What follows belongs to an exercise in optimizing a design on an open flow for small area; a production flow would make more cautious choices.
Only simulation tests tie the RTL to the original design; equivalence was not proved.
No activity file was given, so power comes from the tool's default toggle rates.

**flow/config.mk**
```make
export PLATFORM = sky130hd
export DESIGN_NAME = mips_regfile_mp
export DESIGN_NICKNAME = mips_regfile_mp
export VERILOG_FILES = /design/flow/design.v
export SDC_FILE = /design/flow/constraint.sdc
export NUM_CORES = 4
export LEC_CHECK = 0
export CAP_MARGIN = 20
export CORE_MARGIN = 2
export CORE_UTILIZATION = 30
export PLACE_DENSITY = 0.5
export SETUP_SLACK_MARGIN = 0.4
export SLEW_MARGIN = 20
export SYNTH_HIERARCHICAL = 1
```
**flow/constraint.sdc**
```tcl
create_clock -name core_clock -period 8.0 [get_ports {clk}]
set_input_delay 1.6000 -clock core_clock [delete_from_list [all_inputs] [get_ports {clk}]]
set_output_delay 1.6000 -clock core_clock [all_outputs]
set_load 0.01 [all_outputs]
```
**flow/design.v**
```verilog
module mips_regfile_mp #(
   parameter int NUM_REGS     = 32,
   parameter int DATA_WIDTH   = 32,
   parameter int NUM_RD_PORTS = 2,
   parameter int ZERO_REG_EN  = 1,
   parameter int BYPASS_EN    = 1,
   parameter logic [DATA_WIDTH-1:0] RESET_VALUE = '0,
   localparam int AW = $clog2(NUM_REGS)
) (
   input  logic                               clk,
   input  logic                               rst,
   input  logic [NUM_RD_PORTS*AW-1:0]         rd_addr,
   output logic [NUM_RD_PORTS*DATA_WIDTH-1:0] rd_data,
   output logic [NUM_RD_PORTS-1:0]            rd_busy,
   input  logic                               wr_en,
   input  logic [AW-1:0]                      wr_addr,
   input  logic [DATA_WIDTH-1:0]              wr_data,
   input  logic                               busy_set,
   input  logic [AW-1:0]                      busy_addr,
   output logic [NUM_REGS-1:0]                busy
);
   localparam int NR = 32;   
   localparam int DW = 32;   
   localparam int NG = 11;   
   logic [DW-1:0] regs [1:NR-1];
   logic [DW-1:0] regs_d [1:NR-1];
   logic [NR-1:1] bsy;
   logic [NR-1:1] bsy_d;
   logic [3:0] nwa, nba;
   logic [7:0] nwb, nbb;
   logic [NR-1:1] wdec, load, hold, bset;
   genvar i, j, r, b, p, g;
   generate
      for (i = 0; i < 4; i++) begin : g_pre_lo
         rf_nand2 u_nwa (.y(nwa[i]), .a(wr_addr[0]   ^ !i[0]), .b(wr_addr[1]   ^ !i[1]));
         rf_nand2 u_nba (.y(nba[i]), .a(busy_addr[0] ^ !i[0]), .b(busy_addr[1] ^ !i[1]));
      end
      for (j = 0; j < 8; j++) begin : g_pre_hi
         rf_nand4 u_nwb (.y(nwb[j]), .a(wr_en),
                         .b(wr_addr[2] ^ !j[0]), .c(wr_addr[3] ^ !j[1]), .d(wr_addr[4] ^ !j[2]));
         rf_nand4 u_nbb (.y(nbb[j]), .a(busy_set),
                         .b(busy_addr[2] ^ !j[0]), .c(busy_addr[3] ^ !j[1]), .d(busy_addr[4] ^ !j[2]));
      end
      for (r = 1; r < NR; r++) begin : g_dec
         rf_nor2 u_wdec (.y(wdec[r]), .a(nwa[r%4]), .b(nwb[r/4]));
         rf_nor3 u_load (.y(load[r]), .a(nwa[r%4]), .b(nwb[r/4]), .c(rst));
         rf_nor2 u_hold (.y(hold[r]), .a(wdec[r]),  .b(rst));
         rf_nor3 u_bset (.y(bset[r]), .a(nba[r%4]), .b(nbb[r/4]), .c(rst));
      end
      for (r = 1; r < NR; r++) begin : g_reg
         for (b = 0; b < DW; b++) begin : g_bit
            rf_a22o u_d (.y(regs_d[r][b]), .a1(load[r]), .a2(wr_data[b]),
                                           .b1(hold[r]), .b2(regs[r][b]));
         end
         rf_a21o u_bd (.y(bsy_d[r]), .a1(hold[r]), .a2(bsy[r]), .b1(bset[r]));
      end
   endgenerate
   always_ff @(posedge clk) begin
      for (int k = 1; k < NR; k++) begin
         regs[k] <= regs_d[k];
         bsy[k]  <= bsy_d[k];
      end
   end
   assign busy = {bsy, 1'b0};
   logic wr_nz;
   assign wr_nz = wr_en && (wr_addr != '0);
   generate
      for (p = 0; p < NUM_RD_PORTS; p++) begin : g_rd_port
         logic [AW-1:0] ra;
         logic [3:0]    na;
         logic [7:0]    nb;
         logic [NR-1:0] sel;    
         logic          byp;
         logic [DW:0]   leg_d [NR];   
         assign ra = rd_addr[p*AW +: AW];
         for (i = 0; i < 4; i++) begin : g_pa
            rf_nand2 u_na (.y(na[i]), .a(ra[0] ^ !i[0]), .b(ra[1] ^ !i[1]));
         end
         for (j = 0; j < 8; j++) begin : g_pb
            rf_nand3 u_nb (.y(nb[j]), .a(ra[2] ^ !j[0]), .b(ra[3] ^ !j[1]), .c(ra[4] ^ !j[2]));
         end
         for (r = 1; r < NR; r++) begin : g_sel
            rf_nor3 u_sel (.y(sel[r]), .a(na[r%4]), .b(nb[r/4]), .c(wdec[r]));
         end
         assign byp    = wr_nz && (ra == wr_addr);
         assign sel[0] = byp;
         for (r = 0; r < NR; r++) begin : g_leg
            if (r == 0) begin : g_byp
               assign leg_d[r] = {1'b0, wr_data};
            end else begin : g_reg
               assign leg_d[r] = {bsy[r], regs[r]};
            end
         end
         for (b = 0; b <= DW; b++) begin : g_bit
            logic [NG-1:0] n;
            logic [2:0]    o;
            for (g = 0; g < NG - 1; g++) begin : g_grp
               rf_a222oi u_aoi (.y(n[g]),
                                .a1(sel[3*g]),   .a2(leg_d[3*g][b]),
                                .b1(sel[3*g+1]), .b2(leg_d[3*g+1][b]),
                                .c1(sel[3*g+2]), .c2(leg_d[3*g+2][b]));
            end
            rf_a22oi u_aoi_last (.y(n[NG-1]),
                                 .a1(sel[30]), .a2(leg_d[30][b]),
                                 .b1(sel[31]), .b2(leg_d[31][b]));
            rf_nand4 u_n0 (.y(o[0]), .a(n[0]), .b(n[1]), .c(n[2]),  .d(n[3]));
            rf_nand4 u_n1 (.y(o[1]), .a(n[4]), .b(n[5]), .c(n[6]),  .d(n[7]));
            rf_nand3 u_n2 (.y(o[2]), .a(n[8]), .b(n[9]), .c(n[10]));
            if (b < DW) begin : g_data
               rf_or3 u_o (.y(rd_data[p*DW + b]), .a(o[0]), .b(o[1]), .c(o[2]));
            end else begin : g_busy
               rf_or3 u_o (.y(rd_busy[p]), .a(o[0]), .b(o[1]), .c(o[2]));
            end
         end
      end
   endgenerate
endmodule
module rf_nand2 (output logic y, input logic a, b);
   assign y = !(a && b);
endmodule
module rf_nand3 (output logic y, input logic a, b, c);
   assign y = !(a && b && c);
endmodule
module rf_nand4 (output logic y, input logic a, b, c, d);
   assign y = !(a && b && c && d);
endmodule
module rf_nor2 (output logic y, input logic a, b);
   assign y = !(a || b);
endmodule
module rf_nor3 (output logic y, input logic a, b, c);
   assign y = !(a || b || c);
endmodule
module rf_or3 (output logic y, input logic a, b, c);
   assign y = a || b || c;
endmodule
module rf_a21o (output logic y, input logic a1, a2, b1);
   assign y = (a1 && a2) || b1;
endmodule
module rf_a22o (output logic y, input logic a1, a2, b1, b2);
   assign y = (a1 && a2) || (b1 && b2);
endmodule
module rf_a22oi (output logic y, input logic a1, a2, b1, b2);
   assign y = !((a1 && a2) || (b1 && b2));
endmodule
module rf_a222oi (output logic y, input logic a1, a2, b1, b2, c1, c2);
   assign y = !((a1 && a2) || (b1 && b2) || (c1 && c2));
endmodule
```
**flow/run.sh**
```bash
#!/bin/bash
# synth_recipe.tcl (not shown) runs the flow's synth.tcl, then flattens the netlist and writes it again
# the make line also repeats each setting of config.mk as NAME=value (left out here)
make -C /OpenROAD-flow-scripts/flow DESIGN_CONFIG=/design/flow/config.mk WORK_HOME=/design/flow/orfs CLKGATE_MAP_FILE= SYNTH_SCRIPT=/design/flow/synth_recipe.tcl finish
```
==> notes.md <==
==> flip-flops by register name (all words and copies together), names as in the netlist <==
signal  flops
regs      992
bsy        31
==> per-layer routing <==
layer,track usage (%),vias to the layer above,wire length (um)
li1,-,16470,-
met1,41.5,20678,87600
met2,42.7,3720,89300
met3,10.4,672,31600
met4,17.4,16,14100
met5,1.22,-,330
==> per-module statistics from Yosys (local to each module, per instance) <==
module	copies in the design	cell area (um^2)
rf_nor2	62	3.75
mips_regfile_mp	1	20900
rf_nor3	124	10.0
rf_nand2	16	3.75
rf_nand4	148	6.26
rf_nand3	82	5.00
rf_a22o	992	8.76
rf_a22oi	66	12.5
rf_a222oi	660	10.0
rf_or3	66	6.26
rf_a21o	31	7.51
==> Yosys cell counts (all sizes together) <==
master | instances | area (um^2)
or3 | 66 | 413
xnor2 | 6 | 52.6
inv | 20 | 75.1
a22oi | 66 | 826
nor3 | 124 | 1240
nand2 | 16 | 60.1
nor4 | 2 | 12.5
or4 | 1 | 7.51
nand4 | 150 | 938
a22o | 992 | 8690
xor2 | 4 | 35.0
a222oi | 660 | 6610
dfxtp | 1023 | 20500
nor2 | 63 | 239
nand3 | 82 | 410
conb | 1 | 3.75
buf | 32 | 240
a21o | 31 | 233
==> kinds of logic after synthesis <==
kind of cell | count (synthesis) | share of synthesized area, %
compound gates | 1749 | 40.3
xor+xnor | 10 | 0.216
buf+inv | 52 | 0.777
flops | 1023 | 50.5
other cells | 1 | 0.00925
simple gates | 504 | 8.19
==> final cells by class <==
class                      instances  area (um^2)
sequential                      1023        20500
inverter                          20         75.1
clock inverter                    50          658
antenna                            6         15.0
tap                             1768         2210
fill                           12939        83200
timing repair buffer             366         3380
multi-input combinational       2266        20600
clock buffer                     155         3180
==> worst min path at each step <==
stage,from,end,slack (ns)
after floorplan,regs[12][0]$_DFF_P_,regs[12][0]$_DFF_P_,0.46
after global placement,regs[27][14]$_DFF_P_,regs[27][14]$_DFF_P_,0.47
after detailed placement,regs[22][26]$_DFF_P_,regs[22][26]$_DFF_P_,0.48
after CTS,regs[7][10]$_DFF_P_,regs[7][10]$_DFF_P_,0.50
after global routing,regs[21][10]$_DFF_P_,regs[21][10]$_DFF_P_,0.51
final,regs[7][10]$_DFF_P_,regs[7][10]$_DFF_P_,0.49
==> cells in the final DEF (no fill, tap or decap), drive strengths merged <==
cell / synthesis / final
a22o: 992 / 992
clkdlybuf4s50: 0 / 150
bufinv: 0 / 13
buf: 32 / 216
nand3: 82 / 82
nor2: 63 / 63
nand2: 16 / 16
conb: 1 / 3
clkinv: 0 / 25
a222oi: 660 / 660
or4: 1 / 1
clkbuf: 0 / 155
nor4: 2 / 2
nand4: 150 / 150
a21o: 31 / 31
inv: 20 / 24
xnor2: 6 / 6
a22oi: 66 / 66
nor3: 124 / 124
diode: 0 / 6
xor2: 4 / 4
or3: 66 / 66
clkinvlp: 0 / 8
dfxtp: 1023 / 1023
==> metrics by stage <==
stage	instances	hold WS, ns	cell area (um^2)	util, %	worst slack, ns
3_3_place_gp	5434	0.472	46600	34.8	0.574
3_5_place_dp	5441	0.477	46700	34.9	0.574
5_1_grt	5650	0.508	50600	37.8	0.382
2_1_floorplan	3341	0.460	40600	-	1.57
6_report	5654	0.494	50600	37.8	0.443
4_1_cts	5646	0.496	50500	37.8	0.561
==> worst max-delay path: cells and delay by family <==
kind | cells | cell delay, ns
buf+inv | 4 | 1.59
compound gates | 1 | 0.50
simple gates | 5 | 2.23
==> power by group <==
| group | internal (uW) | switching (uW) |
|---|---|---|
| logic | 151 | 557 |
| clock network | 3190 | 2290 |
| registers | 5130 | 35.5 |
| total | 8480 | 2880 |
==> results.json <==
{
  "rr_startpoint": "bsy[12]$_DFF_P_",
  "place_hpwl_mm": 134,
  "globalRouteOverflowTotal": 0,
  "gp_routability_congestion": 0.893,
  "cts.root.buffer_cell": "clkbuf_16",
  "mappedNetlistArea_um2": 40600,
  "slew-limit-headroom_pct": 21.1,
  "critPathSlowestCell": "nor2_1",
  "start_util_pct": 30.3,
  "avgRoutedWirePerCell_um": 39.4,
  "min_delay_path_depth": 1,
  "tritoncts": "yes",
  "grt_start_max_net_pins": 94,
  "io-pin-count": 154,
  "die_h_um": 372,
  "numClockSinks": 1023,
  "period_minus_slack_ns": 7.56,
  "detailed_route_wire_length_mm": 223,
  "grt.total_usage_pct": 30.9,
  "detail_route.drc_violations": 0,
  "avgViaCountPerCell": 7.35,
  "crit_path_max_fanout": 19,
  "drive_above_1_share_pct": 16.2,
  "leakagePower_uw": 0.0182,
  "post-layout-total-power_uw": 11400,
  "initial_antenna_violation_count": 19,
  "grt_setup_unrepaired": "true",
  "cts_hold_buf": 0,
  "die_width_um": 372,
  "arrival_ns": 5.96,
  "cp.required_ns": 6.40,
  "cts_max_level": 3,
  "fin_crit_sh_pct": 94.5,
  "worst_setup_path_endpoint": "rd_data[34]",
  "insertion_delay_ns": 0.72,
  "fin_nets": 3843,
  "critical_path_class": "input pin to output pin",
  "vias": 41556,
  "worstRegToRegCells": 1,
  "outcome": "no timing/DRC/antenna violations",
  "setup_viol": 0,
  "clock-skew-final_ns": 0,
  "crit_path_cell_trace": "clkdlybuf4s50_1 > inv_1 > nand4_1 > nor2_1 > nor3_4 > buf_4 > a222oi_1 > nand4_1 > or3_1 > clkdlybuf4s50_1",
  "path_class_of_the_lowest_slack_min_delay_path": "flop to flop",
  "netlist_instances": 3339,
  "floorplan.rows": 134,
  "maxClockFrequency_mhz": 132,
  "vias_in_the_first_global_route": 38585,
  "critical_path.startpoint_type": "input pin",
  "delay_of_the_slowest_cell_on_the_worst_path_ns": 0.63,
  "floorplan.core_area_um2": 134000,
  "max_slew.worst_pin.slew_ns": 1.18,
  "clock_pin_slew_worst_setup_and_hold_paths_ns": 0.06,
  "area.growth.synth_to_final_pct": 24.8,
  "cts.path.max_buffers": 3,
  "yosysUniqueCellTypes": 19,
  "antenna_left": 0,
  "setup_total_negative_slack_ns": 0,
  "peakVddDrop_v": 0.000164,
  "drv.max_cap_violation_count": 0,
  "timing.critical_path.to_type": "output pin",
  "post-cts-setup-buffer-count": 0,
  "yosysSeqAreaShare_pct": 50.5,
  "cts_resized": 0,
  "detailed_routing_iterations_pass_1": 13,
  "regToRegEndpoint": "bsy[12]$_DFF_P_",
  "cell_pwr_density_nw_per_um2": 224,
  "yosys_register_bits": 1023,
  "drt-initial-drc-count": 9742,
  "critical_path.startpoint": "wr_addr[3]",
  "port_buffers": 152,
  "synth_warnings": 14,
  "report.final.hold_viol_count": 0,
  "maxSlewViolCount": 0,
  "cts-buffers-inserted": 110,
  "synthesis.area_per_instance_um2": 12.1,
  "grt_pass1_wl_mm": 306,
  "timing.reg2reg.setup_slack_ns": 6.97,
  "die_area_um2": 138000
}

## separate check: timing with driven ports
How much do the figures lean on ideal ports? The routed layout below was timed once more, with nothing changed but the port constraints.
Step 1: set_driving_cell puts a clkbuf_16 on clk and a buf_2 on each other input, an assumption about the parent block.
Step 2 adds t to the input delays and takes it off the output delays; t is the mean of the earliest and latest rising clock arrival at the registers after step 1. Input paths then give back, and output paths get back, about the clock's delay inside the block.
a / b / c = no drivers / after step 1 / after step 2; a / b = the first two.
t (ns): 0.810
setup slack, ns: 0.443 / 0.421 / 0.421
worst data-port slew with drivers (ns): 0.12
After both steps setup and hold are still met in this run. The setup slack of this run moves by -0.022 ns with the drivers and by -0.022 ns with both steps.
